This is an optimization exercise on Yosys and OpenROAD, whose aim is small area, a short achievable clock period and few clock cycles per item, not a production implementation. No functional check of the RTL was part of any run shown here. Power and IR drop assume default switching activity.

## flow/design.v (module list and top-level ports; edited modules follow where they fit)
// module apbRegs: 65 lines
// module frameSequencer: 113 lines
// module chromaUpsampler: 63 lines
// module chromaFilter: 502 lines
// module colourConverter: 2308 lines
// module lumaMultiple: 295 lines
// module rgbWriter: 43 lines
// module colourTop: 119 lines
module colourTop (
	input logic CLOCK_50_I,
	input logic resetn,
	input logic [3:0] paddr,
	input logic psel,
	input logic penable,
	input logic pwrite,
	input logic [31:0] pwdata,
	output logic [31:0] prdata,
	output logic pready,
	output logic pslverr,
	output logic memRdEn,
	output colourPkg::addr_t memRdAddr,
	input colourPkg::word_t memRdData,
	output logic memWrEn,
	output colourPkg::addr_t memWrAddr,
	output colourPkg::word_t memWrData
);
  // ...
==> flow/run.sh <==
#!/bin/bash
# synth_recipe.tcl (not shown) runs the flow's synth.tcl, then flattens the netlist and writes it again
# the make line also repeats each setting of config.mk as NAME=value (left out here)
make -C /OpenROAD-flow-scripts/flow DESIGN_CONFIG=/design/flow/config.mk WORK_HOME=/design/flow/orfs CLKGATE_MAP_FILE= SYNTH_SCRIPT=/design/flow/synth_recipe.tcl finish
==> flow/config.mk <==
export PLATFORM = sky130hd
export DESIGN_NAME = colourTop
export DESIGN_NICKNAME = colourTop
export VERILOG_FILES = /design/flow/design.v
export SDC_FILE = /design/flow/constraint.sdc
export NUM_CORES = 4
export LEC_CHECK = 0
export CAP_MARGIN = 20
export CORE_MARGIN = 2
export CORE_UTILIZATION = 40
export CTS_CLUSTER_DIAMETER = 80
export CTS_CLUSTER_SIZE = 28
export PLACE_DENSITY = 0.6
export SETUP_SLACK_MARGIN = 4.8
export SLEW_MARGIN = 20
==> flow/constraint.sdc <==
create_clock -name core_clock -period 9.0 [get_ports {CLOCK_50_I}]
set_input_delay 1.8000 -clock core_clock [delete_from_list [all_inputs] [get_ports {CLOCK_50_I}]]
set_output_delay 1.8000 -clock core_clock [all_outputs]
set_load 0.01 [all_outputs]
==> out/results.tsv, run 1 <==
metric	value	unit
status	no timing/DRC/antenna violations	
Crit Path Max Fanout	5	
vias in the first global route	17250	
row count	93	
multiplexer share of the synthesized area	2.668	%
number of enable flip-flop cells after synthesis	154	
Pwr per Cell Area	433.8	nW/um2
Hold Crit Start	ups.b[3][5]$_DFFE_PN_	
Met2 Wirelength	27650	um
most frequent cells in the layout	325 x inv_1, 293 x dfxtp_1, 273 x ha_1	
Worst R2R End	ups.cv3[8]$_DFF_P_	
Top pwr grp	combinational logic	
initial DRC count	967	
clock-pin transition on the worst setup and hold timing paths	110	ps
Max Fclk	0.2495	GHz
Min-Delay Path Class	reg -> reg	
Critical Path Stages	22	
WL per Instance	16.71	um
Buf/Inv on CP	0	
hold path cells	0	
Starting Density	40.52	%
Synth Area in Adders	23.93	%
layout cells sized above 1	5.058	%
Core Box Area	64460	um2
Slew headroom	28.45	%
post-CTS setup repair buffer count	2	
area of the multi-input gates	13690	um2
main combinational cell family by area after synthesis	adder cells	
HPWL Detailed	45060	um
==> run 2: changes to the inputs <==
--- a/flow/config.mk
+++ b/flow/config.mk
@@ -11,5 +11,5 @@
 export CTS_CLUSTER_DIAMETER = 80
 export CTS_CLUSTER_SIZE = 28
 export PLACE_DENSITY = 0.6
-export SETUP_SLACK_MARGIN = 4.8
+export SETUP_SLACK_MARGIN = 5.0
 export SLEW_MARGIN = 20
==> run 2 against run 1 <==
Area after synthesis is the same; cell count about the same; sequential share of layout area is 0.073 points higher; count of clock-buffer cells in the layout fell by 2; worst setup slack better by 63 ps; critical endpoint unchanged; combinational power hardly changed; wire length is 0.13% lower; critical path type unchanged; global-route usage increased by 0.060 points; critical path depth is the same; clock skew decreased by 18 ps; largest cell class unchanged.
==> out/results.tsv, run 2 <==
metric	value	unit	change
arrival time at the worst endpoint	4400	ps	
GRT Total Usage	17.01	%	
Syn Inst Count	2461		
Clock Sinks	468		
Routed Antenna Nets	0		
drt drc	0		
CTS Hold Buffers Added	0		
Pwr per Cell Area	430.0	nW/um2	-0.89%
fraction of registers with async set/reset	4.274	%	
list of most frequent post-synthesis cells	326 x inv_1, 294 x dfxtp_1, 274 x ha_1		
Slew Limit Fails	0		
Die Span X	259.6	um	
post-synth top area share	22.53	%	
fin crit period	3945	ps	
Largest regs	ups.a x40, ups.b x40, csc.bPart x24		
Longest Clk Path Bufs	3		
cell with the most instances after synthesis	inv_1		
Main synth FF type	dfxtp_1		
TritonRoute pass-1 iters	5		
crit-path most repeated cell	a21oi_2		
Unique masters post-synth	73		
clock-pin transition on the worst setup and hold timing paths	110	ps	about the same
Syn Area/Cell	10.61	um2	
global route overflow	0		
cell area after layout	29080	um2	
clock latency (worst-skew pair)	590	ps	
HPWL Detailed	44800	um	-0.57%
initial DRC count	966		-0.10%
number of enable flip-flop cells after synthesis	154		unchanged
commonest non-fill, non-tap cell in the layout	inv_1		
RSZ-0062 raised after global routing	yes		
routed wire length	57140	um	
Core Box Area	64460	um2	unchanged
clock skew	24.05	ps	
GP Congestion	0.8908		
vias in the first global route	17350		+0.61%
critical path required time	9450	ps	
Crit path max-delay family	compound AO/OA/AOI/OAI gates		
Synth area leaders	dfxtp_1 23%, edfxtp_1 18%, ha_1 13%		
non-filler cells, final	3423		
post-synthesis sequential area ratio	42.15	%	
warnings from Yosys	10		
Peak VDD IR	232.4	uV	
CTS root buf	clkbuf_16		
placed cell count	3362		
Leak	12.87	nW	
CTS tree	yes		
Slew headroom	26.81	%	-1.6 points
num ports	145		
Crit Path Max Fanout	5		unchanged
Synth area leader	dfxtp_1		
FF+latch count, synth	468		
port buffer count	88		
Slowest cell on crit path	fa_2		
Max Fclk	0.2535	GHz	+1.6%
Min-Delay Path Class	reg -> reg		
Slew @ Worst Pin	1098	ps	
largest net degree at the start of global routing	84		
status	no timing/DRC/antenna violations		
critical setup path kind	reg -> reg		
die footprint	67370	um2	
slowest stage delay, CP	420	ps	
H-tree depth	1		
Starting Density	40.52	%	unchanged
Via Count	17020		
max-cap violation count	0		
total CTS buffers	27		
Period Utilization, post-route	43.84	%	
placed instance area	27870	um2	
Final Setup Violations	0		
row count	93		unchanged
die height	259.6	um	
Critical Path Source Type	flop		
Buf/Inv on CP	0		unchanged
final core utilization	45.11	%	
vias per cell	4.971		
initial antenna violation count	0		
Final Hold Fails	0		
cell breakdown of the critical path	ha_4, nor2b_4, o21ai_2, a21boi_1, o21ai_1, nand2b_1, a21oi_2, o21bai_2, fa_2, xor2_4, a21oi_2, mux2_4, ha_4, a21o_1, a21oi_2, o21bai_1, a21oi_2, nor2b_1, nor2_1, nor2_1, nor2_1, xnor2_1		
Cell Area, Synth	26120	um2	
Critical Path End Type	flop		
layout cells sized above 1	5.571	%	+0.51 points
Layout area overhead	11.33	%	
global-route wire length before repair	91800	um	
WL per Instance	16.69	um	about the same
most frequent cells in the layout	323 x inv_1, 287 x dfxtp_1, 270 x ha_1		
final net count	3019		
setup_tns	0	ps	
==> run 2: cell counts after synthesis <==
Identical to the previous run, type by type.
==> run 2: logic make-up (layout without fill, tap and decap cells) <==
family / after synthesis / after routing / share of synthesized area, %
buf+inv: 399 / 482 / 6.107
mux: 66 / 66 / 2.668
simple gates: 517 / 517 / 9.249
flops: 468 / 468 / 42.15
compound gates: 418 / 418 / 9.963
fa+ha+maj: 415 / 415 / 23.93
other cells: 2 / 26 / 0.02875
xor+xnor: 176 / 176 / 5.901
==> run 2: path summary, 6_finish.rpt <==
check	end	depth (start not counted)	slack [ps]	from
worst max register to register	ups.cv3[8]$_DFF_P_	22	5050	ups.filt.rowA[1]$_DFF_P_
worst max-delay path	ups.cv3[8]$_DFF_P_	22	5050	ups.filt.rowA[1]$_DFF_P_
max in group asynchronous	seq.ph[2]$_DFF_PN0_	1	7470	resetn
worst min-delay path	ups.a[2][6]$_DFFE_PN_	0	400	ups.b[2][6]$_DFFE_PN_
worst min register to register	ups.a[2][6]$_DFFE_PN_	0	400	ups.b[2][6]$_DFFE_PN_
min in group asynchronous	regs.rowCnt[6]$_DFF_PN0_	1	1150	resetn
==> run 2: layout make-up <==
cell class                      count  area [um2]
Clock buffer                       33       719.4
Fill cell                        6043       35380
Tap cell                          855        1070
Inverter                          327        1230
Multi-Input combinational cell   1617       13780
Clock inverter                     16       231.5
Sequential cell                   468       11020
Timing Repair Buffer              106        1027
Antenna cell                        1       2.502
==> run 2: repair_timing <==
item | in CTS | in global routing
pin swaps | 7 | 25
gates resized for setup | 16 | 26
buffers inserted | 5 | 6
setup endpoints to repair | 8 | 17
==> run 2: report_power, final <==
group / internal [mW] / switching, mW
logic: 3.31 / 4.05
clock network: 0.628 / 0.809
registers: 3.14 / 0.570
==> run 2: layer usage <==
layer | GRT usage, % | vias to the layer above | wire (um)
met3 | 1.650 | 63 | 1705
met4 | 3.831 | 0 | 1316
met1 | 22.92 | 8233 | 26310
met5 | 0 | - | 0
li1 | - | 8427 | -
met2 | 29.54 | 293 | 27810
==> run 2: worst register-to-register path, delay by kind of cell (launching register included) <==
| family | cells | cell delay (ps) |
|---|---|---|
| mux | 1 | 330 |
| flops | 1 | 350 |
| xor+xnor | 2 | 320 |
| simple gates | 6 | 560 |
| fa+ha+maj | 3 | 900 |
| compound gates | 10 | 1350 |
==> run 2: metrics by stage <==
stage	worst slack, ps	total power, mW	hold WS, ps
after floorplan	5024	8.957	371.3
after global placement	4630	10.69	400.8
after detailed placement	4544	10.99	404.5
after CTS	5002	12.54	398.1
after global routing	4805	13.87	399.5
final	5055	12.51	397.7
==> module frameSequencer, before the edit <==
module frameSequencer (
	input logic CLOCK_50_I,
	input logic resetn,
	input logic start,
	output logic [2:0] ph,              
	output logic memRdEn,
	output colourPkg::addr_t memRdAddr,
	output logic rxLoad,                
	output logic rxFirst,
	output logic rxClamp,
	output logic rxOdd,
	output logic wrValid,
	output logic lastValid,
	output logic rowDone,
	output logic frameDone
);
	localparam int PairsPerRow = 160;
	localparam int Pairs = 38400;
	localparam int UBase = 38400;
	localparam int VBase = 57600;
	logic run;
	logic pro;                          
	logic [7:0] k;                      
	logic [15:0] yAddr;                 
	colourPkg::addr_t uAddr;            
	logic slotEnd;
	logic lastSlot;
	logic rowLast;
	logic clampK;
	logic incC;
	logic uvRead;
	logic rxValid, rxRowLast, rxFrameLast;
	logic wrRowLast, wrFrameLast;
	logic lastRowLast, lastFrameLast;
	colourPkg::addr_t rdAddrNext;
	logic rdEnNext;
	colourPkg::addr_t uAddrNext;
	assign slotEnd = ph[2];
	assign lastSlot = yAddr == 16'(Pairs - 1);
	assign rowLast = k == 8'(PairsPerRow - 1);
	assign clampK = k >= 8'(PairsPerRow - 3);
	assign incC = (~k[0] & (k <= 8'(PairsPerRow - 6) | k == 8'(PairsPerRow - 2))) | rowLast;
	assign uvRead = ~(clampK & ~rowLast) & ~lastSlot;
	assign uAddrNext = start ? colourPkg::addr_t'(UBase) : (slotEnd & run & incC) ? uAddr + 1'b1 : uAddr;
	always_comb begin
		if (start) begin
			rdAddrNext = colourPkg::addr_t'(UBase);
			rdEnNext = 1'b1;
		end else if (ph[2]) begin
			rdAddrNext = uAddrNext;
			rdEnNext = run & ~(lastSlot & ~pro);
		end else if (ph[0]) begin
			rdAddrNext = uAddr + colourPkg::addr_t'(VBase - UBase);
			rdEnNext = run & (pro | uvRead);
		end else begin
			rdAddrNext = colourPkg::addr_t'(yAddr);
			rdEnNext = run & ~pro;
		end
	end
	always_ff @(posedge CLOCK_50_I or negedge resetn) begin
		if (!resetn) begin
			ph <= 3'b001;
			run <= 1'b0;
			pro <= 1'b0;
			rxValid <= 1'b0;
			wrValid <= 1'b0;
			lastValid <= 1'b0;
			memRdEn <= 1'b0;
		end else begin
			ph <= {ph[1:0], ph[2]};
			memRdEn <= rdEnNext;
			if (slotEnd) begin
				rxValid <= run & ~pro;
				wrValid <= rxValid;
				lastValid <= wrValid;
				pro <= 1'b0;
				if (lastSlot & ~pro)
					run <= 1'b0;
			end
			if (start) begin
				ph <= 3'b001;
				run <= 1'b1;
				pro <= 1'b1;
			end
		end
	end
	always_ff @(posedge CLOCK_50_I) begin
		memRdAddr <= rdAddrNext;
		uAddr <= uAddrNext;
		if (slotEnd) begin
			if (run & ~pro) begin
				k <= rowLast ? 8'd0 : k + 8'd1;
				yAddr <= yAddr + 16'd1;
			end
			rxLoad <= pro | rowLast;
			rxFirst <= ~pro & (k == 8'd0);
			rxClamp <= clampK;
			rxOdd <= k[0];
			rxRowLast <= rowLast;
			rxFrameLast <= lastSlot;
			wrRowLast <= rxRowLast;
			wrFrameLast <= rxFrameLast;
			lastRowLast <= wrRowLast;
			lastFrameLast <= wrFrameLast;
		end
		if (start) begin
			k <= 8'd0;
			yAddr <= 16'd0;
		end
	end
	assign rowDone = lastValid & lastRowLast & ph[2];
	assign frameDone = lastValid & lastFrameLast & ph[2];
endmodule
==> module chromaUpsampler, before the edit <==
module chromaUpsampler (
	input logic CLOCK_50_I,
	input logic [2:0] ph,
	input colourPkg::word_t word,       
	input logic load,
	input logic first,
	input logic clamp,
	input logic odd,
	output colourPkg::sample_t cu,
	output logic [9:0] cu3,             
	output colourPkg::sample_t cv,
	output logic [9:0] cv3              
);
	colourPkg::sample_t a [5];          
	colourPkg::sample_t b [5];
	colourPkg::sample_t t [6];
	logic [8:0] p, q, r;
	colourPkg::sample_t f;
	colourPkg::sample_t uOdd;
	colourPkg::sample_t cuNext, cvNext;
	always_comb begin
		t[0] = a[0];
		t[1] = a[1];
		t[2] = a[2];
		t[3] = a[3];
		t[4] = first ? word[15:8] : a[4];
		t[5] = clamp ? a[4] : (odd ? word[15:8] : word[7:0]);
	end
	always_ff @(posedge CLOCK_50_I) begin
		if (!ph[2]) begin
			for (int i = 0; i < 5; i++)
				a[i] <= b[i];
			if (load) begin
				b[0] <= word[15:8];
				b[1] <= word[15:8];
				b[2] <= word[15:8];
				b[3] <= word[7:0];
			end else begin
				for (int i = 0; i < 4; i++)
					b[i] <= t[i+1];
			end
			b[4] <= t[5];
		end
		p <= {1'b0, t[0]} + {1'b0, t[5]};
		q <= {1'b0, t[2]} + {1'b0, t[3]};
		r <= {1'b0, t[1]} + {1'b0, t[4]};
		if (ph[2])
			uOdd <= f;
		cu <= cuNext;
		cu3 <= {2'b00, cuNext} + {1'b0, cuNext, 1'b0};
		cv <= cvNext;
		cv3 <= {2'b00, cvNext} + {1'b0, cvNext, 1'b0};
	end
	assign cuNext = ph[1] ? (load ? b[4] : b[1]) : uOdd;
	assign cvNext = ph[1] ? a[2] : f;
	chromaFilter filt (
		.CLOCK_50_I(CLOCK_50_I),
		.p(p),
		.q(q),
		.r(r),
		.f(f)
	);
endmodule
==> module rgbWriter, before the edit <==
module rgbWriter (
	input logic CLOCK_50_I,
	input logic resetn,
	input logic start,
	input logic [2:0] ph,
	input logic wrValid,
	input logic lastValid,
	input colourPkg::sample_t r,        
	input colourPkg::sample_t g,
	input colourPkg::sample_t b,
	output logic memWrEn,
	output colourPkg::addr_t memWrAddr,
	output colourPkg::word_t memWrData
);
	localparam int FirstAddr = 76800 - 12;
	colourPkg::sample_t r0, g0, b0;     
	colourPkg::sample_t r1, g1, b1;     
	always_ff @(posedge CLOCK_50_I or negedge resetn) begin
		if (!resetn)
			memWrEn <= 1'b0;
		else
			memWrEn <= ph[2] ? wrValid : lastValid;
	end
	always_ff @(posedge CLOCK_50_I) begin
		if (ph[0]) begin
			r0 <= r;
			g0 <= g;
			b0 <= b;
		end
		if (ph[2]) begin
			r1 <= r;
			g1 <= g;
			b1 <= b;
		end
		memWrAddr <= start ? colourPkg::addr_t'(FirstAddr) : memWrAddr + 1'b1;
		if (ph[2])
			memWrData <= {r0, g0};
		else if (ph[0])
			memWrData <= {b0, r1};
		else
			memWrData <= {g1, b1};
	end
endmodule
==> module colourTop, before the edit <==
module colourTop (
	input logic CLOCK_50_I,
	input logic resetn,
	input logic [3:0] paddr,
	input logic psel,
	input logic penable,
	input logic pwrite,
	input logic [31:0] pwdata,
	output logic [31:0] prdata,
	output logic pready,
	output logic pslverr,
	output logic memRdEn,
	output colourPkg::addr_t memRdAddr,
	input colourPkg::word_t memRdData,
	output logic memWrEn,
	output colourPkg::addr_t memWrAddr,
	output colourPkg::word_t memWrData
);
	logic start;
	logic busy;
	logic [2:0] ph;
	logic rxLoad, rxFirst, rxClamp, rxOdd;
	logic wrValid, lastValid, rowDone, frameDone;
	colourPkg::word_t rdWord;
	colourPkg::sample_t yOddHeld;
	colourPkg::sample_t pixY, pixU, pixV;
	logic [9:0] pixU3, pixV3;
	colourPkg::sample_t yNext;
	logic [19:0] yEven2687, yOdd2687;
	logic [19:0] pixY2687;
	colourPkg::sample_t pixR, pixG, pixB;
	apbRegs regs (
		.CLOCK_50_I(CLOCK_50_I),
		.resetn(resetn),
		.paddr(paddr),
		.psel(psel),
		.penable(penable),
		.pwrite(pwrite),
		.pwdata(pwdata),
		.prdata(prdata),
		.pready(pready),
		.pslverr(pslverr),
		.start(start),
		.frameDone(frameDone),
		.rowDone(rowDone),
		.busy(busy)
	);
	frameSequencer seq (
		.CLOCK_50_I(CLOCK_50_I),
		.resetn(resetn),
		.start(start),
		.ph(ph),
		.memRdEn(memRdEn),
		.memRdAddr(memRdAddr),
		.rxLoad(rxLoad),
		.rxFirst(rxFirst),
		.rxClamp(rxClamp),
		.rxOdd(rxOdd),
		.wrValid(wrValid),
		.lastValid(lastValid),
		.rowDone(rowDone),
		.frameDone(frameDone)
	);
	always_ff @(posedge CLOCK_50_I) begin
		rdWord <= memRdData;
		if (ph[2])
			yOddHeld <= rdWord[7:0];
		pixY <= yNext;
		pixY2687 <= ph[2] ? yEven2687 : yOdd2687;
	end
	assign yNext = ph[2] ? rdWord[15:8] : yOddHeld;
	lumaMultiple yEvenMult (
		.y(rdWord[15:8]),
		.p(yEven2687)
	);
	lumaMultiple yOddMult (
		.y(yOddHeld),
		.p(yOdd2687)
	);
	chromaUpsampler ups (
		.CLOCK_50_I(CLOCK_50_I),
		.ph(ph),
		.word(rdWord),
		.load(rxLoad),
		.first(rxFirst),
		.clamp(rxClamp),
		.odd(rxOdd),
		.cu(pixU),
		.cu3(pixU3),
		.cv(pixV),
		.cv3(pixV3)
	);
	colourConverter csc (
		.CLOCK_50_I(CLOCK_50_I),
		.cu(pixU),
		.cu3(pixU3),
		.cv(pixV),
		.cv3(pixV3),
		.y(pixY),
		.y2687(pixY2687),
		.r(pixR),
		.g(pixG),
		.b(pixB)
	);
	rgbWriter writer (
		.CLOCK_50_I(CLOCK_50_I),
		.resetn(resetn),
		.start(start),
		.ph(ph),
		.wrValid(wrValid),
		.lastValid(lastValid),
		.r(pixR),
		.g(pixG),
		.b(pixB),
		.memWrEn(memWrEn),
		.memWrAddr(memWrAddr),
		.memWrData(memWrData)
	);
endmodule
==> run 3: changes to the inputs <==
--- a/flow/design.v
+++ b/flow/design.v
@@ -92,6 +92,7 @@
 	output logic rxClamp,
 	output logic rxOdd,
 	output logic wrValid,
+	output logic wrRowLast,
 	output logic lastValid,
 	output logic rowDone,
 	output logic frameDone
@@ -112,7 +113,8 @@
 	logic incC;
 	logic uvRead;
 	logic rxValid, rxRowLast, rxFrameLast;
-	logic wrRowLast, wrFrameLast;
+	logic wrFrameLast;
+	logic endValid, endRowLast, endFrameLast;
 	logic lastRowLast, lastFrameLast;
 	colourPkg::addr_t rdAddrNext;
 	logic rdEnNext;
@@ -147,6 +149,7 @@
 			rxValid <= 1'b0;
 			wrValid <= 1'b0;
 			lastValid <= 1'b0;
+			endValid <= 1'b0;
 			memRdEn <= 1'b0;
 		end else begin
 			ph <= {ph[1:0], ph[2]};
@@ -155,6 +158,7 @@
 				rxValid <= run & ~pro;
 				wrValid <= rxValid;
 				lastValid <= wrValid;
+				endValid <= lastValid;
 				pro <= 1'b0;
 				if (lastSlot & ~pro)
 					run <= 1'b0;
@@ -184,14 +188,16 @@
 			wrFrameLast <= rxFrameLast;
 			lastRowLast <= wrRowLast;
 			lastFrameLast <= wrFrameLast;
+			endRowLast <= lastRowLast;
+			endFrameLast <= lastFrameLast;
 		end
 		if (start) begin
 			k <= 8'd0;
 			yAddr <= 16'd0;
 		end
 	end
-	assign rowDone = lastValid & lastRowLast & ph[2];
-	assign frameDone = lastValid & lastFrameLast & ph[2];
+	assign rowDone = endValid & endRowLast & ph[0];
+	assign frameDone = endValid & endFrameLast & ph[0];
 endmodule
 `default_nettype wire
 `timescale 1ns/1ps
@@ -204,6 +210,7 @@
 	input logic first,
 	input logic clamp,
 	input logic odd,
+	input logic rowEnd,                 
 	output colourPkg::sample_t cu,
 	output logic [9:0] cu3,             
 	output colourPkg::sample_t cv,
@@ -214,7 +221,7 @@
 	colourPkg::sample_t t [6];
 	logic [8:0] p, q, r;
 	colourPkg::sample_t f;
-	colourPkg::sample_t uOdd;
+	colourPkg::sample_t uOdd, vOdd;
 	colourPkg::sample_t cuNext, cvNext;
 	always_comb begin
 		t[0] = a[0];
@@ -244,13 +251,15 @@
 		r <= {1'b0, t[1]} + {1'b0, t[4]};
 		if (ph[2])
 			uOdd <= f;
+		if (ph[0])
+			vOdd <= f;
 		cu <= cuNext;
 		cu3 <= {2'b00, cuNext} + {1'b0, cuNext, 1'b0};
 		cv <= cvNext;
 		cv3 <= {2'b00, cvNext} + {1'b0, cvNext, 1'b0};
 	end
-	assign cuNext = ph[1] ? (load ? b[4] : b[1]) : uOdd;
-	assign cvNext = ph[1] ? a[2] : f;
+	assign cuNext = ph[0] ? (rowEnd ? a[4] : a[1]) : uOdd;
+	assign cvNext = ph[0] ? (rowEnd ? b[4] : b[1]) : vOdd;
 	chromaFilter filt (
 		.CLOCK_50_I(CLOCK_50_I),
 		.p(p),
@@ -3384,30 +3393,30 @@
 	output colourPkg::addr_t memWrAddr,
 	output colourPkg::word_t memWrData
 );
-	localparam int FirstAddr = 76800 - 12;
+	localparam int FirstAddr = 76800 - 13;
 	colourPkg::sample_t r0, g0, b0;     
 	colourPkg::sample_t r1, g1, b1;     
 	always_ff @(posedge CLOCK_50_I or negedge resetn) begin
 		if (!resetn)
 			memWrEn <= 1'b0;
 		else
-			memWrEn <= ph[2] ? wrValid : lastValid;
+			memWrEn <= lastValid;
 	end
 	always_ff @(posedge CLOCK_50_I) begin
-		if (ph[0]) begin
+		if (ph[2]) begin
 			r0 <= r;
 			g0 <= g;
 			b0 <= b;
 		end
-		if (ph[2]) begin
+		if (ph[0]) begin
 			r1 <= r;
 			g1 <= g;
 			b1 <= b;
 		end
 		memWrAddr <= start ? colourPkg::addr_t'(FirstAddr) : memWrAddr + 1'b1;
-		if (ph[2])
+		if (ph[0])
 			memWrData <= {r0, g0};
-		else if (ph[0])
+		else if (ph[1])
 			memWrData <= {b0, r1};
 		else
 			memWrData <= {g1, b1};
@@ -3438,9 +3447,9 @@
 	logic busy;
 	logic [2:0] ph;
 	logic rxLoad, rxFirst, rxClamp, rxOdd;
-	logic wrValid, lastValid, rowDone, frameDone;
+	logic wrValid, wrRowLast, lastValid, rowDone, frameDone;
 	colourPkg::word_t rdWord;
-	colourPkg::sample_t yOddHeld;
+	colourPkg::sample_t yEvenHeld, yOddHeld;
 	colourPkg::sample_t pixY, pixU, pixV;
 	logic [9:0] pixU3, pixV3;
 	colourPkg::sample_t yNext;
@@ -3475,20 +3484,23 @@
 		.rxClamp(rxClamp),
 		.rxOdd(rxOdd),
 		.wrValid(wrValid),
+		.wrRowLast(wrRowLast),
 		.lastValid(lastValid),
 		.rowDone(rowDone),
 		.frameDone(frameDone)
 	);
 	always_ff @(posedge CLOCK_50_I) begin
 		rdWord <= memRdData;
-		if (ph[2])
+		if (ph[2]) begin
+			yEvenHeld <= rdWord[15:8];
 			yOddHeld <= rdWord[7:0];
+		end
 		pixY <= yNext;
-		pixY2687 <= ph[2] ? yEven2687 : yOdd2687;
+		pixY2687 <= ph[1] ? yEven2687 : yOdd2687;
 	end
-	assign yNext = ph[2] ? rdWord[15:8] : yOddHeld;
+	assign yNext = ph[1] ? yEvenHeld : yOddHeld;
 	lumaMultiple yEvenMult (
-		.y(rdWord[15:8]),
+		.y(yEvenHeld),
 		.p(yEven2687)
 	);
 	lumaMultiple yOddMult (
@@ -3503,6 +3515,7 @@
 		.first(rxFirst),
 		.clamp(rxClamp),
 		.odd(rxOdd),
+		.rowEnd(wrRowLast),
 		.cu(pixU),
 		.cu3(pixU3),
 		.cv(pixV),
==> run 3 against run 2 <==
Cell area increased by 2.7%; clock power fell by 3%; cell count increased by 2.4%; critical endpoint is now csc.gPart[23]$_DFF_P_; largest power group unchanged.
==> out/results.tsv, run 3 <==
metric	value	unit	change
Critical Path End Type	flop		
clock-pin transition on the worst setup and hold timing paths	100	ps	about the same
non-filler cells, final	3506		+2.4%
fraction of registers with async set/reset	4.508	%	+0.23 points
switch share	42.63	%	-0.75 points
row count	95		+2.2%
slowest stage delay, CP	550	ps	+130 ps
setup_tns	0	ps	unchanged
Buf/Inv on CP	3		+3
final net count	3085		+2.2%
Leak	13.28	nW	+3.2%
clock latency (worst-skew pair)	620	ps	+30 ps
Unique masters post-synth	83		+14%
post-synth top area share	21.65	%	-0.88 points
Via Count	17580		+3.3%
Max Fclk	0.2587	GHz	+2.1%
WL per Instance	17.44	um	+4.5%
Reg power frac	32.2	%	+2.6 points
TritonRoute pass-1 iters	5		unchanged
Crit Path Max Fanout	4		-1
post-placement worst setup slack	4840	ps	+295.9 ps
cell breakdown of the critical path	inv_1, ha_1, inv_1, fa_1, inv_1, ha_1, nor3_1, nor2_1, o41a_1, o21ai_4, a211oi_2, or3_1, a21oi_1, xnor2_1		
Clk pwr share	12.2	%	+0.7 points
final core utilization	44.41	%	-0.71 points
Slew @ Worst Pin	1054	ps	-44.13 ps
warnings from Yosys	10		unchanged
vias in the first global route	18380		+5.9%
Largest regs	ups.a x40, ups.b x40, csc.bPart x24		
CTS root buf	clkbuf_16		
list of most frequent post-synthesis cells	370 x inv_1, 294 x dfxtp_1, 274 x ha_1		
Min-Delay Path Class	reg -> reg		
Peak VDD IR	338.0	uV	+45%
post-CTS setup repair buffer count	0		-5
Synth area leaders	dfxtp_1 22%, edfxtp_1 19%, ha_1 13%		
Syn Area/Cell	10.71	um2	+0.86%
critical path required time	9550	ps	+100 ps
critical setup path kind	reg -> reg		
RSZ-0062 raised after global routing	no		
number of enable flip-flop cells after synthesis	172		+12%
status	no timing/DRC/antenna violations		
total CTS buffers	26		-3.7%
Final Power	11.41	mW	-8.7%
Int Pwr	6.548	mW	-7.5%
placed instance area	28950	um2	+3.9%
Layout area overhead	9.901	%	
Crit path max-delay family	adder cells		
Routed Antenna Nets	0		unchanged
CTS tree	yes		
die height	264.7	um	+2.0%
routed wire length	61160	um	+7.0%
GRT Total Usage	17.63	%	+0.62 points
global route overflow	0		unchanged
FF+latch count, synth	488		+4.3%
Slew Limit Fails	0		unchanged
port buffer count	88		unchanged
most frequent cells in the layout	369 x inv_1, 288 x dfxtp_1, 274 x ha_1		
Worst Setup Slack, final	5135	ps	+80.48 ps
largest net degree at the start of global routing	92		+9.5%
initial antenna violation count	0		unchanged
Clock Sinks	488		+4.3%
WHS	423.5	ps	+25.80 ps
GP Congestion	0.9159		+2.8%
post-synthesis sequential area ratio	42.68	%	+0.53 points
arrival time at the worst endpoint	4420	ps	+20 ps
drt drc	0		unchanged
Final Hold Fails	0		unchanged
Longest Clk Path Bufs	3		unchanged
H-tree depth	1		unchanged
Core Box Area	67280	um2	+4.4%
die footprint	70060	um2	+4.0%
placed cell count	3458		+2.9%
layout cells sized above 1	4.406	%	-1.2 points
Comb power frac	55.6	%	-3.3 points
Fillers	6295		+4.2%
Slowest cell on crit path	dfxtp_1		
Main synth FF type	dfxtp_1		
Critical Path Source Type	flop		
Final Setup Violations	0		unchanged
Synth area leader	dfxtp_1		
crit-path most repeated cell	inv_1		
cell with the most instances after synthesis	inv_1		
Starting Density	40.41	%	-0.12 points
Period Utilization, post-route	42.94	%	-0.89 points
initial DRC count	896		-7.2%
vias per cell	5.014		+0.87%
n_diodes	0		-1
Cell Area, Synth	27180	um2	+4.1%
cell area after layout	29870	um2	+2.7%
max-cap violation count	0		unchanged
commonest non-fill, non-tap cell in the layout	inv_1		
Psw	4.866	mW	-10%
HPWL Detailed	48230	um	+7.6%
Slew headroom	29.76	%	+2.9 points
Syn Inst Count	2539		+3.2%
global-route wire length before repair	98480	um	+7.3%
clock skew	18.92	ps	-5.130 ps
Pwr per Cell Area	382.0	nW/um2	-11%
num ports	145		unchanged
Die Span X	264.7	um	+2.0%
fin crit period	3865	ps	-80.48 ps
[run 3: cell types whose count changed after synthesis, moves of 6 or more]
cell	previous run	this run
edfxtp_1	154	172
a21oi_1	119	110
nor2_1	176	161
and3_1	22	12
o22ai_1	1	7
nor3_1	37	44
o21ai_0	116	126
mux2i_1	37	47
a21o_1	48	42
nand2_1	131	124
inv_1	326	370
nand4_1	20	12
[run 3: repair_timing]
| item | in CTS | in global routing |
|---|---|---|
| setup endpoints to repair | 0 | 22 |
| hold buffers | 0 | 0 |
| resized for setup | 0 | 11 |
[run 3: path summary, 6_finish.rpt]
check                      slack [ps]                        to  cells after the start                  start
setup / recovery                 5140     csc.gPart[23]$_DFF_P_                     14     ups.cu3[7]$_DFF_P_
hold / removal                    420     ups.a[3][3]$_DFFE_PN_                      0  ups.b[3][3]$_DFFE_PN_
setup reg to reg                 5140     csc.gPart[23]$_DFF_P_                     14     ups.cu3[7]$_DFF_P_
hold reg to reg                   420     ups.a[3][3]$_DFFE_PN_                      0  ups.b[3][3]$_DFFE_PN_
max in group asynchronous        7170       seq.ph[0]$_DFF_PN1_                      2                 resetn
min in group asynchronous        1540  regs.rowCnt[4]$_DFF_PN0_                      2                 resetn
[run 3: worst reg2reg max path, cell delays in order, from the launching register on]
cell and delay, ps:
dfxtp_1 550, inv_1 290, ha_1 360, inv_1 60, fa_1 530, inv_1 40
ha_1 350, nor3_1 230, nor2_1 60, o41a_1 170, o21ai_4 290, a211oi_2 140
or3_1 400, a21oi_1 200, xnor2_1 130
[run 3: cell type report]
type	count	area, um2	area share [%]
clock buffers	32	683.2	2.287
clock inverters	16	215.2	0.7204
inverters	370	1390	4.653
multi-input cells	1631	13930	46.64
flip-flops and latches	488	11620	38.89
well taps	873	1092	3.656
repair buffers	96	940.9	3.149
[run 3: cells by family after synthesis]
group | share of synthesized area [%]
other | 0.02763
adders and majority gates | 23.00
xor gates and xnor gates | 5.799
muxes | 2.725
AOI/OAI and AO/OA | 10.45
DFF | 42.68
and+or+nand+nor | 8.837
buffers and inverters | 6.481
[run 3: metal layers]
| layer | vias up | global-route usage (%) | share of wire [%] |
|---|---|---|---|
| met5 | - | 0 | 0 |
| met4 | 0 | 5.909 | 3.6 |
| met3 | 89 | 1.849 | 3.2 |
| met2 | 294 | 29.99 | 47 |
| met1 | 8536 | 23.51 | 46 |
| li1 | 8661 | - | - |
[run 3: power groups by stage]
| stage | Clock [mW] | Sequential, mW | Combinational, mW |
|---|---|---|---|
| after detailed placement | 0 | 3.73 | 6.31 |
| after CTS | 1.43 | 3.68 | 6.39 |
| final | 1.39 | 3.68 | 6.34 |
| after floorplan | 0 | 3.55 | 4.63 |
| after global routing | 1.51 | 3.75 | 7.28 |
| after global placement | 0 | 3.71 | 6.16 |
==> run 4: changes to the inputs <==
==> flow/flow/run.sh (new file) <==
#!/bin/bash
set -e
bash standard.sh finish SETUP_SLACK_MARGIN=5.9 > standard.log 2>&1
==> flow/standard.sh (new file) <==
#!/bin/bash
# synth_recipe.tcl (not shown) runs the flow's synth.tcl, then flattens the netlist and writes it again
# the make line also repeats each setting of config.mk as NAME=value (left out here)
make -C /OpenROAD-flow-scripts/flow DESIGN_CONFIG=/design/flow/config.mk WORK_HOME=/design/flow/orfs CLKGATE_MAP_FILE= SYNTH_SCRIPT=/design/flow/synth_recipe.tcl "${@:-finish}"
removed: flow/run.sh
==> run 4 against run 3 <==
Clock power up 17%; worst setup slack better by 470 ps; count of clock-buffer cells in the layout up 1; largest cell class unchanged; maximum frequency up 14%; first-iteration DRC count down 1.5%; highest routed layer is now met5; sequential power about the same; cell area up 9.0%; cell count up 4.2%.
==> out/results.tsv, run 4 <==
metric	value	unit	change
Synth area leader	dfxtp_1		
Via Count	18270		+3.9%
n_diodes	0		unchanged
Crit Path Max Fanout	2		-2
Final Hold Fails	0		unchanged
GRT Total Usage	18.12	%	+0.49 points
drt drc	0		unchanged
row count	95		unchanged
Die Span X	264.7	um	unchanged
Cell Area, Synth	27180	um2	unchanged
Synth area leaders	dfxtp_1 22%, edfxtp_1 19%, ha_1 13%		
post-synth top area share	21.65	%	unchanged
max-cap violation count	0		unchanged
arrival time at the worst endpoint	3940	ps	-480 ps
Leak	14.34	nW	+8.0%
global-route wire length before repair	101000	um	+2.6%
Main synth FF type	dfxtp_1		
critical path required time	9540	ps	about the same
number of enable flip-flop cells after synthesis	172		unchanged
GR peak layer	met2		
layout cells sized above 1	18.76	%	+14 points
Critical Path Source Type	flop		
FF+latch count, synth	488		unchanged
CTS root buf	clkbuf_16		
Longest Clk Path Bufs	3		unchanged
commonest non-fill, non-tap cell in the layout	inv_1		
Reg area	11770	um2	+1.3%
Psw	5.540	mW	+14%
warnings from Yosys	10		unchanged
FF-to-FF setup slack	5600	ps	+470 ps
Core Box Area	67280	um2	unchanged
Slew @ Worst Pin	1040	ps	-13.54 ps
Reg power frac	28.0	%	-4.2 points
Layout area overhead	19.83	%	
Syn Area/Cell	10.71	um2	unchanged
RSZ-0062 raised after global routing	yes		
fin crit period	3398	ps	-467.4 ps
port buffer count	88		unchanged
cell with the most instances after synthesis	inv_1		
most frequent cells in the layout	336 x inv_1, 234 x ha_1, 226 x dfxtp_1		
global route overflow	0		unchanged
met2 GRT Util	31.57	%	+1.6 points
WL per Instance	17.87	um	+2.4%
area of the multi-input gates	15110	um2	+8.5%
setup_tns	0	ps	unchanged
Slew Limit Fails	0		unchanged
clock-pin transition on the worst setup and hold timing paths	110	ps	about the same
post-placement worst setup slack	4881	ps	+41.22 ps
status	no timing/DRC/antenna violations		
HPWL Detailed	47410	um	-1.7%
list of most frequent post-synthesis cells	370 x inv_1, 294 x dfxtp_1, 274 x ha_1		
grt met1 use	23.61	%	+0.10 points
Peak VDD IR	481.0	uV	+42%
grt met3 use	1.941	%	+0.093 points
Period Utilization, post-route	37.75	%	-5.2 points
Min-Delay Path Class	reg -> reg		
final net count	3230		+4.7%
initial antenna violation count	1		+1
largest net degree at the start of global routing	94		+2.2%
num ports	145		unchanged
Routed Antenna Nets	0		unchanged
Fillers	6069		-3.6%
critical setup path kind	reg -> reg		
Syn Inst Count	2539		unchanged
placed cell count	3458		unchanged
GP Congestion	0.9014		-1.6%
Slew headroom	30.66	%	+0.90 points
post-synthesis sequential area ratio	42.68	%	unchanged
routed wire length	65320	um	+6.8%
initial DRC count	883		-1.5%
Largest regs	ups.a x40, ups.b x40, csc.bPart x24		
die footprint	70060	um2	unchanged
Final Setup Violations	0		unchanged
Pwr per Cell Area	403.7	nW/um2	+5.7%
CTS tree	yes		
Starting Density	40.41	%	unchanged
Clk pwr share	12.4	%	+0.2 points
switch share	42.13	%	-0.50 points
H-tree depth	1		unchanged
vias per cell	4.998		-0.32%
Critical Path End Type	flop		
TritonRoute pass-1 iters	5		unchanged
clock latency (worst-skew pair)	640	ps	+20 ps
Clock Sinks	488		unchanged
vias in the first global route	18690		+1.7%
Max Fclk	0.2943	GHz	+14%
Unique masters post-synth	83		unchanged
Comb power frac	59.6	%	+4.0 points
fraction of registers with async set/reset	4.508	%	unchanged
Int Pwr	7.609	mW	+16%
total CTS buffers	30		+15%
non-filler cells, final	3655		+4.2%
die height	264.7	um	unchanged
clock skew	45.26	ps	+26.34 ps
Worst Setup Slack, final	5602	ps	+467.4 ps
run 4: cell counts after synthesis:
Identical to the previous run, type by type.
run 4: routing by layer:
metal | share of wire (%) | routed length (um) | up-vias
met3 | 2.8 | 1834 | 91
met2 | 49 | 31890 | 253
li1 | - | - | 8977
met5 | 0.020 | 13 | -
met4 | 3.4 | 2244 | 2
met1 | 45 | 29340 | 8946
run 4: path summary, 6_finish.rpt:
check	depth (start not counted)	startpoint	to
max	21	ups.cu3[9]$_DFF_P_	csc.bPart[14]$_DFF_P_
min	0	ups.b[3][5]$_DFFE_PN_	ups.a[3][5]$_DFFE_PN_
max reg2reg	21	ups.cu3[9]$_DFF_P_	csc.bPart[14]$_DFF_P_
min reg2reg	0	ups.b[3][5]$_DFFE_PN_	ups.a[3][5]$_DFFE_PN_
max in group asynchronous	2	resetn	seq.ph[0]$_DFF_PN1_
min in group asynchronous	2	resetn	seq.pro$_DFFE_PN0P_
run 4: worst max-delay path, cell delays in order (launching register included):
cell and delay, ps:
dfxtp_4 380, buf_6 120, buf_6 110, inv_6 60
ha_4 200, fa_1 530, inv_2 50, ha_4 260
or2_4 120, a21oi_4 60, buf_4 130, buf_4 120
buf_4 120, buf_4 120, buf_4 120, buf_4 120
buf_4 120, buf_4 120, buf_4 120, a21oi_1 150
nor2_1 70, nor2_1 100
run 4: power groups by stage:
stage / sequential, mW / clock [mW] / combinational, mW
after CTS: 3.69 / 1.68 / 7.30
final: 3.69 / 1.63 / 7.83
after detailed placement: 3.73 / 0 / 6.38
after global placement: 3.71 / 0 / 6.24
after global routing: 3.76 / 1.75 / 8.81
after floorplan: 3.56 / 0 / 4.71
run 4: area by class of cell:
type / count / area share (%)
Sequential cell: 488 / 36.12
Clock buffer: 33 / 2.404
Clock inverter: 23 / 1.102
Inverter: 370 / 4.329
Timing Repair Buffer: 237 / 6.295
Multi-Input combinational cell: 1631 / 46.40
Tap cell: 873 / 3.353
run 4: metrics by stage:
step / hold slack (ps) / cell area (um2) / power [mW] / utilization [%]
after floorplan: 365.1 / 27470 / 8.271 / -
after global placement: 401.8 / 29070 / 9.948 / 43.21
after detailed placement: 405.6 / 29070 / 10.12 / 43.21
after CTS: 418.0 / 31720 / 12.66 / 47.15
after global routing: 418.7 / 32580 / 14.32 / 48.42
final: 410.2 / 32580 / 13.15 / 48.42
run 4: timing repair:
item	in CTS	in global routing
cloned	0	3
setup endpoints to repair	201	132
hold buffers	0	0
setup buffers	86	52
pin swaps	80	78
resized for setup	325	134
run 4: logic make-up after synthesis:
| family | Yosys count | synth area share [%] |
|---|---|---|
| other | 2 | 0.02763 |
| DFF | 488 | 42.68 |
| xor gates and xnor gates | 180 | 5.799 |
| buffers and inverters | 443 | 6.481 |
| and+or+nand+nor | 502 | 8.837 |
| muxes | 71 | 2.725 |
| adders and majority gates | 415 | 23.00 |
| AOI/OAI and AO/OA | 438 | 10.45 |
==> run 5: changes to the inputs <==
==> flow/flow/run.sh (replaced) <==
#!/bin/bash
set -e
bash standard.sh finish SETUP_SLACK_MARGIN=5.6 > standard.log 2>&1
==> run 5 against run 4 <==
Still clean on timing, DRC and antenna; sequential share of layout area is 1.9 points higher; worst setup slack better by 48 ps; cell area down 5.5%; die area unchanged; worst hold slack better by 11 ps; combinational power fell by 13%; count of clock-buffer cells in the layout decreased by 1; wire length fell by 5.2%; cell count fell by 2.9%; via count decreased by 2.7%; sequential power barely moved; non-clock buffer count shrank 103; largest power group unchanged.
==> out/results.tsv, run 5 <==
metric	value	unit	change
Worst R2R End	csc.gPart[23]$_DFF_P_		
vias per cell	5.012		+0.27%
Starting Density	40.41	%	unchanged
Final Setup Violations	0		unchanged
n_diodes	0		unchanged
CTS tree	yes		
vias in the first global route	17990		-3.8%
commonest non-fill, non-tap cell in the layout	inv_1		
fraction of registers with async set/reset	4.508	%	unchanged
Clk pwr share	12.4	%	about the same
Worst Setup SP	writer.memWrAddr[1]$_SDFF_PP1_		
Critical Path Source Type	flop		
Core Box Area	67280	um2	unchanged
fin crit period	3350	ps	-47.56 ps
final net count	3125		-3.3%
placed instance area	28960	um2	-0.40%
grt met3 use	1.616	%	-0.33 points
initial antenna violation count	0		-1
switch share	42.65	%	+0.52 points
Critical Path End Type	primary output		
grt met1 use	23.51	%	-0.096 points
Cell Area, Synth	27180	um2	unchanged
global route overflow	0		unchanged
Crit Path Max Fanout	4		+2
warnings from Yosys	10		unchanged
Peak VDD IR	353.5	uV	-27%
post-synthesis sequential area ratio	42.68	%	unchanged
Min-Delay Path Class	reg -> reg		
cell with the most instances after synthesis	inv_1		
CTS root buf	clkbuf_16		
Slew headroom	34.80	%	+4.1 points
critical setup path kind	reg -> out		
critical path required time	7200	ps	-2340 ps
Main synth FF type	dfxtp_1		
Crit path max-delay family	buffers and inverters		
Reg power frac	30.7	%	+2.7 points
Reg-to-Reg Start	ups.cu3[3]$_DFF_P_		
Via Count	17780		-2.7%
total CTS buffers	28		-6.7%
die footprint	70060	um2	unchanged
Buf/Inv on CP	1		-12
num ports	145		unchanged
met2 GRT Util	30.46	%	-1.1 points
die height	264.7	um	unchanged
Reg2Reg Depth	12		-43%
Final Hold Fails	0		unchanged
H-tree depth	1		unchanged
final core utilization	45.77	%	-2.6 points
GP Congestion	0.9317		+3.4%
Comb power frac	56.8	%	-2.8 points
Leak	13.67	nW	-4.7%
Critical Path Stages	1		-95%
drt drc	0		unchanged
Slew @ Worst Pin	977.9	ps	-62.21 ps
Layout area overhead	13.28	%	
Longest Clk Path Bufs	3		unchanged
WL per Instance	17.46	um	-2.3%
Clock Sinks	488		unchanged
status	no timing/DRC/antenna violations		
Pwr per Cell Area	389.9	nW/um2	-3.4%
global-route wire length before repair	97520	um	-3.5%
max-cap violation count	0		unchanged
GR peak layer	met2		
Period Utilization, post-route	37.22	%	-0.53 points
CTS Hold Buffers Added	0		unchanged
Slew Limit Fails	0		unchanged
Psw	5.121	mW	-7.6%
clock skew	42.96	ps	-2.301 ps
Synth area leader	dfxtp_1		
HPWL Detailed	48140	um	+1.5%
Synth area leaders	dfxtp_1 22%, edfxtp_1 19%, ha_1 13%		
most frequent cells in the layout	358 x inv_1, 261 x ha_1, 258 x dfxtp_1		
row count	95		unchanged
layout cells sized above 1	9.607	%	-9.2 points
clock-pin transition on the worst setup and hold timing paths	100	ps	about the same
RSZ-0062 raised after global routing	yes		
Int Pwr	6.885	mW	-9.5%
Syn Inst Count	2539		unchanged
Slowest cell on crit path	clkdlybuf4s50_1		
Syn Area/Cell	10.71	um2	unchanged
Routed Antenna Nets	0		unchanged
FF-to-FF setup slack	5650	ps	+50 ps
largest net degree at the start of global routing	92		-2.1%
arrival time at the worst endpoint	1550	ps	-2390 ps
GRT Total Usage	17.49	%	-0.63 points
Largest regs	ups.a x40, ups.b x40, csc.bPart x24		
slowest stage delay, CP	540	ps	about the same
Unique masters post-synth	83		unchanged
number of enable flip-flop cells after synthesis	172		unchanged
TritonRoute pass-1 iters	5		unchanged
FF+latch count, synth	488		unchanged
Critical Path Sink	memWrAddr[1]		
cell area after layout	30790	um2	-5.5%
list of most frequent post-synthesis cells	370 x inv_1, 294 x dfxtp_1, 274 x ha_1		
cell breakdown of the critical path	clkdlybuf4s50_1		
Max Fclk	0.2985	GHz	+1.4%
port buffer count	88		unchanged
routed wire length	61950	um	-5.2%
setup_tns	0	ps	unchanged
Die Span X	264.7	um	unchanged
clock latency (worst-skew pair)	640	ps	about the same
post-synth top area share	21.65	%	unchanged
initial DRC count	982		+11%
[run 5: power groups by stage]
stage / Combinational [mW] / Clock [mW] / Sequential (mW)
floorplan: 4.63 / 0 / 3.55
global placement: 6.15 / 0 / 3.71
detailed placement: 6.30 / 0 / 3.73
CTS: 6.61 / 1.54 / 3.69
global route: 7.81 / 1.62 / 3.76
finish: 6.82 / 1.49 / 3.69
[run 5: worst min-delay path by stage]
stage	from	endpoint	slack, ps	cells after the start
floorplan	seq.lastValid$_DFFE_PN0P_	writer.memWrEn$_DFF_PN0_	370	0
global placement	ups.b[0][3]$_DFFE_PN_	ups.a[0][3]$_DFFE_PN_	400	0
detailed placement	seq.lastValid$_DFFE_PN0P_	writer.memWrEn$_DFF_PN0_	400	0
CTS	ups.b[3][7]$_DFFE_PN_	ups.a[3][7]$_DFFE_PN_	420	0
global route	ups.b[2][0]$_DFFE_PN_	ups.a[2][0]$_DFFE_PN_	430	0
finish	ups.b[3][7]$_DFFE_PN_	ups.a[3][7]$_DFFE_PN_	420	0
[run 5: per-stage QoR]
step                std cells  setup slack, ps  hold WS (ps)  power [mW]
floorplan                2562             5622         365.1       8.183
global placement         3458             4876         402.2       9.862
detailed placement       3458             4849         403.1       10.03
CTS                      3521             5560         420.8       11.84
global route             3548             5557         433.5       13.19
finish                   3548             5650         421.6       12.01
[run 5: kinds of logic (layout without fill, tap and decap cells)]
kind of cell	after synthesis	in the layout	share of synthesized area (%)
and+or+nand+nor	502	502	8.837
DFF	488	488	42.68
buffers and inverters	443	556	6.481
muxes	71	71	2.725
adders and majority gates	415	415	23.00
other	2	25	0.02763
xor gates and xnor gates	180	180	5.799
AOI/OAI and AO/OA	438	438	10.45
[run 5: layer usage]
layer  up-vias  share of wire [%]
met1      8728                 46
met3        65                2.8
met4         0                2.3
li1       8745                  -
met2       244                 49
met5         -                  0
[run 5: layout make-up]
type | instances | area (um2)
fillers | 6272 | 36480
multi-input cells | 1631 | 14350
flip-flops and latches | 488 | 11700
inverters | 370 | 1396
repair buffers | 134 | 1242
well taps | 873 | 1092
clock buffers | 32 | 715.7
clock inverters | 20 | 301.5
[run 5: repair_timing]
action / in CTS / in global routing
buffers inserted: 11 / 27
endpoints found under the setup margin: 113 / 90
pin swaps: 13 / 38
hold endpoints to repair: 0 / 0
gates resized for setup: 94 / 80
==> run 6: changes to the inputs <==
==> flow/flow/run.sh (replaced) <==
#!/bin/bash
set -e
bash standard.sh finish SETUP_SLACK_MARGIN=5.45 > standard.log 2>&1
==> run 6 against run 5 <==
Flip-flop and latch count did not move; highest routed layer unchanged; via count fell by 0.84%; register-to-register slack got worse by 150 ps; cell count fell by 0.62%; global-route usage fell by 0.19 points; clock power barely moved; die area did not move.
==> out/results.tsv, run 6 <==
metric	value	unit	change
status	no timing/DRC/antenna violations		
final core utilization	45.03	%	-0.74 points
clock latency (worst-skew pair)	630	ps	about the same
Routed met3 length	1474	um	-14%
clock-pin transition on the worst setup and hold timing paths	110	ps	about the same
RSZ-0062 raised after global routing	yes		
Syn Area/Cell	10.71	um2	unchanged
Routed Antenna Nets	0		unchanged
total CTS buffers	27		-3.6%
Reg-to-Reg Start	ups.cu[6]$_DFF_P_		
cell with the most instances after synthesis	inv_1		
uppermost layer routed	met4		
Hold Crit Start	ups.b[3][0]$_DFFE_PN_		
Worst R2R End	csc.gPart[23]$_DFF_P_		
layout cells sized above 1	6.822	%	-2.8 points
Largest regs	ups.a x40, ups.b x40, csc.bPart x24		
Cell Area, Synth	27180	um2	unchanged
CTS root buf	clkbuf_16		
largest net degree at the start of global routing	92		unchanged
Crit Path Max Fanout	5		+1
initial DRC count	895		-8.9%
CTS tree	yes		
Unique masters post-synth	83		unchanged
drt drc	0		unchanged
list of most frequent post-synthesis cells	370 x inv_1, 294 x dfxtp_1, 274 x ha_1		
Critical Path Source Type	flop		
fin crit period	3502	ps	+152.3 ps
fraction of registers with async set/reset	4.508	%	unchanged
Min-Delay Path Class	reg -> reg		
Metal-1 WL	28100	um	-1.6%
Clock Sinks	488		unchanged
post-synth top area share	21.65	%	unchanged
Synth area leaders	dfxtp_1 22%, edfxtp_1 19%, ha_1 13%		
TritonRoute pass-1 iters	5		unchanged
hold path cells	0		unchanged
vias per cell	5.001		-0.22%
Pwr per Cell Area	384.9	nW/um2	-1.3%
Leak	13.42	nW	-1.8%
Synth area leader	dfxtp_1		
Peak VDD IR	304.0	uV	-14%
Reg2Reg Depth	12		unchanged
vias in the first global route	18040		+0.24%
Slew headroom	30.28	%	-4.5 points
critical setup path kind	reg -> reg		
row count	95		unchanged
global route overflow	0		unchanged
setup_tns	0	ps	unchanged
Syn Inst Count	2539		unchanged
H-tree depth	1		unchanged
Starting Density	40.41	%	unchanged
num ports	145		unchanged
Main synth FF type	dfxtp_1		
critical path required time	9550	ps	+2350 ps
clock skew	47.92	ps	+4.965 ps
Worst Hold Path EP	ups.a[3][0]$_DFFE_PN_		
CTS Hold Buffers Added	0		unchanged
FF+latch count, synth	488		unchanged
HPWL Detailed	47720	um	-0.86%
Final Hold Fails	0		unchanged
Via Count	17630		-0.84%
Period Utilization, post-route	38.91	%	+1.7 points
warnings from Yosys	10		unchanged
die footprint	70060	um2	unchanged
commonest non-fill, non-tap cell in the layout	inv_1		
Core Box Area	67280	um2	unchanged
number of enable flip-flop cells after synthesis	172		unchanged
most frequent cells in the layout	364 x inv_1, 274 x dfxtp_1, 272 x ha_1		
Longest Clk Path Bufs	3		unchanged
max-cap violation count	0		unchanged
initial antenna violation count	0		unchanged
WL per Instance	17.12	um	-1.9%
Critical Path End Type	flop		
Met2 Wirelength	29470	um	-2.7%
port buffer count	88		unchanged
final net count	3104		-0.67%
die height	264.7	um	unchanged
Slew Limit Fails	0		unchanged
GRT Total Usage	17.30	%	-0.19 points
FF-to-FF setup slack	5500	ps	-150 ps
Layout area overhead	11.45	%	
GP Congestion	0.9180		-1.5%
Slew @ Worst Pin	1046	ps	+67.83 ps
Die Span X	264.7	um	unchanged
arrival time at the worst endpoint	4050	ps	+2500 ps
Final Setup Violations	0		unchanged
global-route wire length before repair	96950	um	-0.59%
n_diodes	0		unchanged
routed wire length	60370	um	-2.6%
post-synthesis sequential area ratio	42.68	%	unchanged
Max Fclk	0.2855	GHz	-4.3%
run 6: repair_timing:
item                                    in CTS  in global routing
buffers inserted                             3                 15
endpoints found under the setup margin      56                 66
pin swaps                                    2                  7
cloned                                       0                  0
resized for setup                           24                 51
run 6: kinds of logic after synthesis:
group,synth area share [%]
muxes,2.725
AOI/OAI and AO/OA,10.45
and+or+nand+nor,8.837
other,0.02763
buffers and inverters,6.481
xor gates and xnor gates,5.799
DFF,42.68
adders and majority gates,23.00
run 6: metrics by stage:
stage / hold WS [ps] / total power [mW] / std cells / instance area (um2) / setup WS [ps]
after floorplan: 365.1 / 8.183 / 2562 / 27270 / 5539
after global placement: 393.3 / 9.842 / 3458 / 28950 / 4871
after global routing: 425.6 / 12.85 / 3526 / 30300 / 5377
after CTS: 424.3 / 11.64 / 3511 / 30020 / 5369
final: 421.0 / 11.66 / 3526 / 30300 / 5498
after detailed placement: 405.2 / 10.00 / 3458 / 28950 / 4815
run 6: worst max-delay path: stages (launching register included):
cell and delay, ps:
dfxtp_1 460, ha_1 290, fa_1 510, fa_1 620, inv_1 60, ha_1 190, a21o_1 210, a211o_1 220
o21ai_1 130, a211oi_2 90, or3_4 400, a21oi_2 160, xnor2_1 130
run 6: layout make-up:
cell class,instances,area [um2]
Inverter,370,1396
Fill cell,6272,36980
Timing Repair Buffer,114,1076
Multi-Input combinational cell,1631,14100
Sequential cell,488,11650
Clock inverter,18,285.3
Tap cell,873,1092
Clock buffer,32,694.4
run 6: power by group:
group | switching, mW | total (mW) | internal, mW | leakage [nW]
Sequential | 0.494 | 3.67 | 3.18 | 4.36
Combinational | 3.61 | 6.49 | 2.89 | 8.58
Clock | 0.826 | 1.49 | 0.668 | 0.475
run 6: per-layer routing:
layer	up-vias	GRT usage, %
li1	8696	-
met5	-	0
met2	217	30.21
met1	8652	23.39
met4	0	3.726
met3	67	1.579
run 6: how the worst max path moves through the flow:
stage                                    from                    end  slack (ps)  cells after the start
after floorplan           seq.ph[0]$_DFF_PN1_     ups.cu3[9]$_DFF_P_        5540                     14
after global placement               paddr[1]  seq.k[3]$_SDFFE_PP0P_        4870                      5
after detailed placement             paddr[1]  seq.k[3]$_SDFFE_PP0P_        4810                      5
after CTS                   ups.cv[5]$_DFF_P_  csc.rPart[16]$_DFF_P_        5370                     12
after global routing        ups.cv[7]$_DFF_P_  csc.gPart[23]$_DFF_P_        5380                     12
final                       ups.cu[6]$_DFF_P_  csc.gPart[23]$_DFF_P_        5500                     12
==> run 7: changes to the inputs <==
==> flow/flow/run.sh (replaced) <==
#!/bin/bash
set -e
bash standard.sh finish SETUP_SLACK_MARGIN=5.75 > standard.log 2>&1
==> run 7 against run 6 <==
Still clean; flip-flop and latch count unchanged; via count up 1.4%; worst setup slack better by 170 ps; first-iteration DRC count down 2.1%; clock power about the same; die area unchanged; critical path depth unchanged; cell area up 2.7%; utilization up 1.2 points; total power up 4.5%; critical path type unchanged.
==> out/results.tsv, run 7 <==
metric	value	unit	change
Synth area leader	dfxtp_1		
Main synth FF type	dfxtp_1		
Pwr per Cell Area	391.6	nW/um2	+1.8%
H-tree depth	1		unchanged
Core Box Area	67280	um2	unchanged
max-cap violation count	0		unchanged
Cell Area, Synth	27180	um2	unchanged
Slew headroom	29.84	%	-0.45 points
Longest Clk Path Bufs	3		unchanged
die height	264.7	um	unchanged
Clock Sinks	488		unchanged
post-synth top area share	21.65	%	unchanged
CTS root buf	clkbuf_16		
Min-Delay Path Class	reg -> reg		
Syn Inst Count	2539		unchanged
commonest non-fill, non-tap cell in the layout	inv_1		
Max Fclk	0.3000	GHz	+5.1%
Die Span X	264.7	um	unchanged
Worst Setup SP	ups.cv[7]$_DFF_P_		
placed cell count	3458		unchanged
global route overflow	0		unchanged
CTS tree	yes		
FF+latch count, synth	488		unchanged
setup_tns	0	ps	unchanged
routed wire length	61960	um	+2.6%
largest net degree at the start of global routing	92		unchanged
list of most frequent post-synthesis cells	370 x inv_1, 294 x dfxtp_1, 274 x ha_1		
Via Count	17880		+1.4%
status	no timing/DRC/antenna violations		
non-filler cells, final	3569		+1.2%
Slew Limit Fails	0		unchanged
n_diodes	0		unchanged
Starting Density	40.41	%	unchanged
Critical Path Sink	csc.gPart[23]$_DFF_P_		
port buffer count	88		unchanged
drt drc	0		unchanged
vias per cell	5.011		+0.20%
Critical Path End Type	flop		
Period Utilization, post-route	37.04	%	-1.9 points
Reg2Reg Depth	12		unchanged
vias in the first global route	18270		+1.3%
Critical Path Source Type	flop		
arrival time at the worst endpoint	3870	ps	-180 ps
GP Congestion	0.9123		-0.62%
Peak VDD IR	488.3	uV	+61%
Unique masters post-synth	83		unchanged
FF-to-FF setup slack	5670	ps	+170 ps
Final Setup Violations	0		unchanged
clock latency (worst-skew pair)	610	ps	-20 ps
cell with the most instances after synthesis	inv_1		
clock skew	26.10	ps	-21.82 ps
Slew @ Worst Pin	1052	ps	+6.688 ps
HPWL Detailed	47820	um	+0.20%
post-placement worst setup slack	4951	ps	+136.3 ps
Reg-to-Reg Start	ups.cv[7]$_DFF_P_		
row count	95		unchanged
post-synthesis sequential area ratio	42.68	%	unchanged
WL per Instance	17.36	um	+1.4%
initial DRC count	876		-2.1%
global-route wire length before repair	97680	um	+0.76%
Worst Setup Slack, final	5667	ps	+168.9 ps
number of enable flip-flop cells after synthesis	172		unchanged
initial antenna violation count	0		unchanged
Routed Antenna Nets	0		unchanged
warnings from Yosys	10		unchanged
Largest regs	ups.a x40, ups.b x40, csc.bPart x24		
fraction of registers with async set/reset	4.508	%	unchanged
TritonRoute pass-1 iters	5		unchanged
clock-pin transition on the worst setup and hold timing paths	110	ps	about the same
Reg area	11720	um2	+0.58%
Synth area leaders	dfxtp_1 22%, edfxtp_1 19%, ha_1 13%		
Syn Area/Cell	10.71	um2	unchanged
Final Hold Fails	0		unchanged
area of the multi-input gates	14610	um2	+3.6%
Fillers	6223		-0.78%
most frequent cells in the layout	343 x inv_1, 254 x dfxtp_1, 249 x ha_1		
final net count	3146		+1.4%
critical setup path kind	reg -> reg		
GRT Total Usage	17.47	%	+0.17 points
num ports	145		unchanged
layout cells sized above 1	12.09	%	+5.3 points
Worst R2R End	csc.gPart[23]$_DFF_P_		
total CTS buffers	28		+3.7%
RSZ-0062 raised after global routing	yes		
Crit Path Max Fanout	3		-2
fin crit period	3333	ps	-168.9 ps
Final Power	12.19	mW	+4.5%
critical path required time	9530	ps	-20 ps
Layout area overhead	14.48	%	
die footprint	70060	um2	unchanged
Leak	13.81	nW	+2.9%
run 7: kinds of logic after synthesis:
| kind of cell | Yosys count | synth area share (%) |
|---|---|---|
| simple gates | 502 | 8.837 |
| compound gates | 438 | 10.45 |
| xor+xnor | 180 | 5.799 |
| other cells | 2 | 0.02763 |
| fa+ha+maj | 415 | 23.00 |
| flops | 488 | 42.68 |
| mux | 71 | 2.725 |
| buf+inv | 443 | 6.481 |
run 7: metrics by stage:
stage	hold WS, ps	cell area, um2	util (%)
after floorplan	365.1	27350	-
after global placement	402.5	28990	43.09
after detailed placement	406.5	28990	43.09
after CTS	424.0	30560	45.43
after global routing	436.5	31120	46.26
final	426.4	31120	46.26
run 7: how the worst min path moves through the flow:
| stage | slack (ps) | endpoint | depth (start not counted) | startpoint |
|---|---|---|---|---|
| after global routing | 440 | ups.a[3][1]$_DFFE_PN_ | 0 | ups.b[3][1]$_DFFE_PN_ |
| after CTS | 420 | ups.a[3][6]$_DFFE_PN_ | 0 | ups.b[3][6]$_DFFE_PN_ |
| after global placement | 400 | ups.a[0][3]$_DFFE_PN_ | 0 | ups.b[0][3]$_DFFE_PN_ |
| after detailed placement | 410 | ups.a[0][3]$_DFFE_PN_ | 0 | ups.b[0][3]$_DFFE_PN_ |
| after floorplan | 370 | writer.memWrEn$_DFF_PN0_ | 0 | seq.lastValid$_DFFE_PN0P_ |
| final | 430 | ups.a[3][6]$_DFFE_PN_ | 0 | ups.b[3][6]$_DFFE_PN_ |
run 7: layout make-up:
class | instances | area share, %
inverters | 370 | 4.499
clock inverters | 19 | 0.8081
clock buffers | 33 | 2.380
repair buffers | 155 | 4.217
well taps | 873 | 3.510
multi-input cells | 1631 | 46.94
flip-flops and latches | 488 | 37.65
run 7: layer usage:
| layer | vias up | track usage [%] | share of wire (%) |
|---|---|---|---|
| li1 | 8775 | - | - |
| met1 | 8751 | 23.16 | 46 |
| met2 | 265 | 30.06 | 48 |
| met3 | 92 | 2.053 | 3.0 |
| met4 | 0 | 5.176 | 3.2 |
| met5 | - | 0 | 0 |
run 7: worst max-delay path, stage by stage (launching register included):
cell and delay (ps):
dfxtp_4 390, fa_1 510, fa_1 560, inv_2 50, ha_4 160, a21o_1 170, a21o_1 200, a21oi_4 180
nor3b_4 280, a211oi_4 110, or3_4 410, a21oi_2 140, xnor2_1 130
run 7: power by group:
part	switching (mW)	internal [mW]
sequential	0.475	3.19
combinational	3.85	3.18
clock	0.841	0.650
total	5.17	7.02
run 7: what timing repair did:
| action | in CTS | in global routing |
|---|---|---|
| gates cloned | 0 | 0 |
| gates resized for setup | 190 | 89 |
| pin swaps | 37 | 37 |
| hold buffers | 0 | 0 |
| endpoints found under the setup margin | 175 | 90 |
| buffers inserted | 32 | 27 |

what the ideal ports hide:
The flow's constraints put no driver on any port. The routed layouts listed below were extracted and timed again, unchanged, in two steps. Step 1: set_driving_cell puts a clkbuf_16 on CLOCK_50_I and a buf_2 on each other input, an assumption about the parent block. Step 2 adds t to the input delays and takes it off the output delays; t is the mean of the earliest and latest rising clock arrival at the registers after step 1. Input paths then give back, and output paths get back, about the clock's delay inside the block. Slacks: no drivers / after step 1 / after step 2; pairs: no drivers / after step 1.
| run | shift t [ns] | slack for setup (ns) | worst setup path after step 2 | worst slew at a driven data input, ns | cell pins on the clock port's net |
|---|---|---|---|---|---|
| run 1 | 0.656 | 4.992 / 4.992 / 4.884 | input to register | 0.07 | 1 |
| run 2 | 0.641 | 5.055 / 5.055 / 4.942 | input to register | 0.07 | 1 |
| run 3 | 0.673 | 5.135 / 5.135 / 4.827 | input to register | 0.05 | 1 |
| run 4 | 0.680 | 5.602 / 5.602 / 5.277 | input to register | 0.05 | 1 |
| run 5 | 0.684 | 5.650 / 5.586 / 5.143 | input to register | 0.05 | 1 |
| run 6 | 0.666 | 5.498 / 5.498 / 4.937 | input to register | 0.05 | 1 |
| run 7 | 0.657 | 5.667 / 5.667 / 5.298 | input to register | 0.05 | 1 |
After both steps every run listed still meets setup and hold. The setup slack of run 6, which loses most, moves by 0.000 ns with the drivers and by -0.561 ns with both steps.
